Source: an optimization exercise on an open RTL-to-GDS flow (aim: small area and a short achievable clock period). Production flows keep margins and buffers that such runs may drop. Power is estimated from default activity; no workload was simulated.

== blue ==
==> flow/design.v <==
module scope_capture (
  input  logic        clk,
  input  logic        reset,
  input  logic [11:0] sin_in,
  input  logic [11:0] cos_in,
  input  logic [11:0] squ_in,
  input  logic [11:0] saw_in,
  input  logic [1:0]  sel,
  input  logic [11:0] trig_level,
  input  logic        trig_slope,
  input  logic [7:0]  decim,
  input  logic        arm,
  input  logic        abort,
  output logic        busy,
  output logic        done,
  input  logic [7:0]  rd_addr,
  output logic [11:0] rd_data
);
  logic        busy_q, done_q, capt_q;
  logic [1:0]  sel_q;
  logic [11:0] level_q;
  logic        slope_q;
  logic [7:0]  decim_q;
  logic [7:0]  rem_q;       
  logic        zero_q;      
  logic [7:0]  wptr_q;
  logic        rise_q;      
  logic        fall_q;      
  logic [11:0] chan [4];
  assign chan[0] = sin_in;
  assign chan[1] = cos_in;
  assign chan[2] = squ_in;
  assign chan[3] = saw_in;
  logic [3:0] ge, le;
  always_comb begin
    for (int c = 0; c < 4; c++) begin
      ge[c] = (chan[c] >= level_q);
      le[c] = (chan[c] <= level_q);
    end
  end
  logic [11:0] cur;
  logic        cur_ge, cur_le;
  assign cur    = chan[sel_q];
  assign cur_ge = ge[sel_q];
  assign cur_le = le[sel_q];
  logic strobe, hit, last, arm_ok;
  assign strobe = busy_q & zero_q;
  assign hit    = (rise_q & cur_ge) | (fall_q & cur_le);
  assign last   = &wptr_q;
  assign arm_ok = arm & ~abort & ~busy_q;
  always_ff @(posedge clk or negedge reset) begin
    if (!reset) begin
      busy_q <= 1'b0;
      done_q <= 1'b0;
      capt_q <= 1'b0;
    end else if (abort) begin
      busy_q <= 1'b0;
      done_q <= 1'b0;
      capt_q <= 1'b0;
    end else if (arm_ok) begin
      busy_q <= 1'b1;
      done_q <= 1'b0;
      capt_q <= 1'b0;
    end else if (strobe) begin
      if (!capt_q) begin
        if (hit) capt_q <= 1'b1;
      end else if (last) begin
        busy_q <= 1'b0;
        done_q <= 1'b1;
        capt_q <= 1'b0;
      end
    end
  end
  always_ff @(posedge clk) begin
    if (arm_ok) begin
      sel_q   <= sel;
      level_q <= trig_level;
      slope_q <= trig_slope;
      decim_q <= decim;
      rem_q   <= decim;
      zero_q  <= (decim == 8'd0);
      wptr_q  <= 8'd0;
      rise_q  <= 1'b0;
      fall_q  <= 1'b0;
    end else if (!abort && busy_q) begin
      if (zero_q) begin
        rem_q  <= decim_q;
        zero_q <= (decim_q == 8'd0);
        if (!capt_q) begin
          rise_q <= slope_q & ~cur_ge;
          fall_q <= ~slope_q & ~cur_le;
          if (hit) wptr_q <= 8'd1;
        end else if (!last) begin
          wptr_q <= wptr_q + 8'd1;
        end
      end else begin
        rem_q  <= rem_q - 8'd1;
        zero_q <= (rem_q == 8'd1);
      end
    end
  end
  logic        pend_q;
  logic [7:0]  paddr_q;
  logic [11:0] pdata_q;
  always_ff @(posedge clk) begin
    pend_q  <= ~abort & strobe & (capt_q | hit);
    paddr_q <= wptr_q;
    pdata_q <= cur;
  end
  logic [11:0]  mem_q [256];
  logic [255:0] we;
  always_comb begin
    for (int k = 0; k < 256; k++) we[k] = pend_q & (paddr_q == 8'(k));
  end
  always_ff @(posedge clk) begin
    for (int k = 0; k < 256; k++)
      if (we[k]) mem_q[k] <= pdata_q;
  end
  logic [15:0]  rsel_lo_n, rsel_hi_n;
  always_comb begin
    for (int i = 0; i < 16; i++) begin
      rsel_lo_n[i] = ~(rd_addr[3:0] == 4'(i));
      rsel_hi_n[i] = ~(rd_addr[7:4] == 4'(i));
    end
  end
  logic [255:0] rsel;
  for (genvar k = 0; k < 256; k++) begin : g_sel
    scope_nor2 u_sel (.a(rsel_hi_n[k / 16]), .b(rsel_lo_n[k % 16]), .y(rsel[k]));
  end
  logic byp, byp_n;
  assign byp   = pend_q & (paddr_q == rd_addr);
  assign byp_n = ~byp;
  logic [11:0] rd_d;
  for (genvar b = 0; b < 12; b++) begin : g_rd
    logic [85:0] y;
    for (genvar g = 0; g < 85; g++) begin : g_leaf
      scope_aoi222 u_aoi (
        .a1(rsel[3*g]),   .a2(mem_q[3*g][b]),
        .b1(rsel[3*g+1]), .b2(mem_q[3*g+1][b]),
        .c1(rsel[3*g+2]), .c2(mem_q[3*g+2][b]),
        .y (y[g])
      );
    end
    scope_nand2 u_leaf_last (.a(rsel[255]), .b(mem_q[255][b]), .y(y[85]));
    logic [21:0] p1;
    logic [10:0] n2;
    logic [2:0]  p3;
    logic        z4, fwd_n;
    for (genvar i = 0; i < 21; i++) begin : g_l1
      scope_nand4 u (.a(y[4*i]), .b(y[4*i+1]), .c(y[4*i+2]), .d(y[4*i+3]), .y(p1[i]));
    end
    scope_nand2 u_l1_last (.a(y[84]), .b(y[85]), .y(p1[21]));
    for (genvar i = 0; i < 11; i++) begin : g_l2
      scope_nor2 u (.a(p1[2*i]), .b(p1[2*i+1]), .y(n2[i]));
    end
    scope_nand4 u_l3_0 (.a(n2[0]), .b(n2[1]), .c(n2[2]),  .d(n2[3]), .y(p3[0]));
    scope_nand4 u_l3_1 (.a(n2[4]), .b(n2[5]), .c(n2[6]),  .d(n2[7]), .y(p3[1]));
    scope_nand3 u_l3_2 (.a(n2[8]), .b(n2[9]), .c(n2[10]), .y(p3[2]));
    scope_nand2 u_fwd   (.a(byp), .b(pdata_q[b]), .y(fwd_n));
    scope_o31ai u_l4    (.a(p3[0]), .b(p3[1]), .c(p3[2]), .d(byp_n), .y(z4));
    scope_nand2 u_l5    (.a(z4), .b(fwd_n), .y(rd_d[b]));
  end
  logic [11:0] rd_q;
  always_ff @(posedge clk or negedge reset) begin
    if (!reset) rd_q <= 12'd0;
    else        rd_q <= rd_d;
  end
  assign busy    = busy_q;
  assign done    = done_q;
  assign rd_data = rd_q;
endmodule
module scope_aoi222 (input logic a1, a2, b1, b2, c1, c2, output logic y);
  assign y = ~((a1 & a2) | (b1 & b2) | (c1 & c2));
endmodule
module scope_nand4 (input logic a, b, c, d, output logic y);
  assign y = ~(a & b & c & d);
endmodule
module scope_nand3 (input logic a, b, c, output logic y);
  assign y = ~(a & b & c);
endmodule
module scope_nand2 (input logic a, b, output logic y);
  assign y = ~(a & b);
endmodule
module scope_nor2 (input logic a, b, output logic y);
  assign y = ~(a | b);
endmodule
module scope_o31ai (input logic a, b, c, d, output logic y);
  assign y = ~((a | b | c) & d);
endmodule
make LEC_CHECK=0 CAP_MARGIN=20 CORE_MARGIN=2 CORE_UTILIZATION=60 CTS_CLUSTER_DIAMETER=60 CTS_CLUSTER_SIZE=25 SETUP_SLACK_MARGIN=2.6 SLEW_MARGIN=20 SYNTH_HIERARCHICAL=1 SYNTH_MINIMUM_KEEP_SIZE=0 TNS_END_PERCENT=5 finish   # period 5.0 ns
run.sh (not shown) runs the stock make flow with config.mk's settings and CLKGATE_MAP_FILE= SYNTH_SCRIPT=/design/flow/synth_recipe.tcl, a recipe that flattens the netlist after the stock synthesis.
The flow did not stop early for blue: all stages ran, and the layout cleared the timing, DRC and antenna checks.
Input changes introduced in orange (baseline for comparison: blue):
==> flow/config.mk <==
export PLATFORM = sky130hd
export DESIGN_NAME = scope_capture
export DESIGN_NICKNAME = scope_capture
export VERILOG_FILES = /design/flow/design.v
export SDC_FILE = /design/flow/constraint.sdc
export NUM_CORES = 4
export LEC_CHECK = 0
export CAP_MARGIN = 20
export CORE_MARGIN = 2
export CORE_UTILIZATION = 60
export SETUP_SLACK_MARGIN = 2.4
export SLEW_MARGIN = 20
export SYNTH_HIERARCHICAL = 1
export SYNTH_MINIMUM_KEEP_SIZE = 0
==> comparison <==
orange did not stop at any stage, and its layout met the timing, DRC and antenna checks.
orange ended up with more standard cells than blue.
Between blue and orange, the difference in number of placed instances with taps included is negligible.
Going from blue to orange, post-route fraction of the period consumed by the critical path shrinks by 0.67 points.
On average wire length per cell after detail routing, the higher figure sits with blue, not orange.
In the metrics for blue and orange, the one carrying the lower area growth from synthesis to final layout is blue.
orange against blue: maximum fanout along the worst path fell 1; fill cell instance count of the final layout fell 140; met3 routing resource usage after global routing fell 0.17 points.
orange vs blue, via density per instance went down by 0.44%.
Between blue and orange, routed wire length is higher for orange, blue comes in under that.
No run of this note included a check of the RTL's function; only the layout flow was run.


// scope_capture: RTL as listed in full above, without the edits since
clock: 5.0 ns
lec_check: 0
cap_margin: 20
core_margin: 2
core_utilization: 60
cts_cluster_diameter: 60
cts_cluster_size: 25
setup_slack_margin: 2.6
slew_margin: 20
synth_hierarchical: 1
synth_minimum_keep_size: 0
tns_end_percent: 5
standard.sh (not shown) runs the stock make flow with config.mk's settings and CLKGATE_MAP_FILE= SYNTH_SCRIPT=/design/flow/synth_recipe.tcl, a recipe that flattens the netlist after the stock synthesis.
==> flow/flow/run.sh <==
#!/bin/bash
# The standard layout, with the resizer free to change a cell's footprint
# when it sizes gates (the platform default only swaps same-size cells).
set -euo pipefail
bash standard.sh MATCH_CELL_FOOTPRINT=0 finish > standard_flow.log 2>&1
The first run completed without violations.
Next try:
==> flow/run.sh (new file) <==
#!/bin/bash
# synth_recipe.tcl (not shown) runs the flow's synth.tcl, then flattens the netlist and writes it again
# the make line also repeats each setting of config.mk as NAME=value (left out here)
make -C /OpenROAD-flow-scripts/flow DESIGN_CONFIG=/design/flow/config.mk WORK_HOME=/design/flow/orfs CLKGATE_MAP_FILE= SYNTH_SCRIPT=/design/flow/synth_recipe.tcl finish
- CORE_UTILIZATION: 60 -> 72
- PLACE_DENSITY: unset -> 0.8
removed: flow/flow/run.sh
removed: flow/standard.sh
Setup slack gets worse by 360 ps.
Routed wire length rises by 1.7%.
Clock skew falls by 3.8 ps.
Clock power goes down by about 10%.
Critical path depth fell by 8.
Sequential share of layout area rises by 1.3 points.
Non-clock buffer count decreases by 103.
Global-route usage rises by 7.7 points.
Function was not checked in any run of this note: the RTL went through the layout flow alone.

## static timing again, ports no longer ideal
How much do the figures lean on ideal ports? The routed layouts below were timed once more, with nothing changed but the port constraints.
Step 1 (the two cells are an assumption about what drives the block):
set clk [get_ports {clk}]
set_driving_cell -lib_cell sky130_fd_sc_hd__clkbuf_16 $clk
set_driving_cell -lib_cell sky130_fd_sc_hd__buf_2 [delete_from_list [all_inputs] $clk]
Step 2 moves the port delays by t, midway between the first and last clock arrival at a register: inputs arrive t later, outputs are due t later. That takes back most of the time a late clock gives input paths.
Three values: ideal ports, drivers, drivers and shift; two values: the first two.
run | t, ns | slack for setup (ns) | slew at the worst register clock pin (ns)
blue | 0.960 | 1.846 / 1.862 / 0.902 | 0.11 / 0.11
orange | 1.031 | 1.879 / 1.901 / 0.870 | 0.07 / 0.07
the first run of note 2 | 0.958 | 1.893 / 1.898 / 0.940 | 0.10 / 0.10
the second run of note 2 | 0.903 | 1.536 / 1.512 / 0.610 | 0.11 / 0.11
After both steps setup and hold are still met in every run listed. The setup slack of orange, which loses most, moves by +0.022 ns with the drivers and by -1.009 ns with both steps.
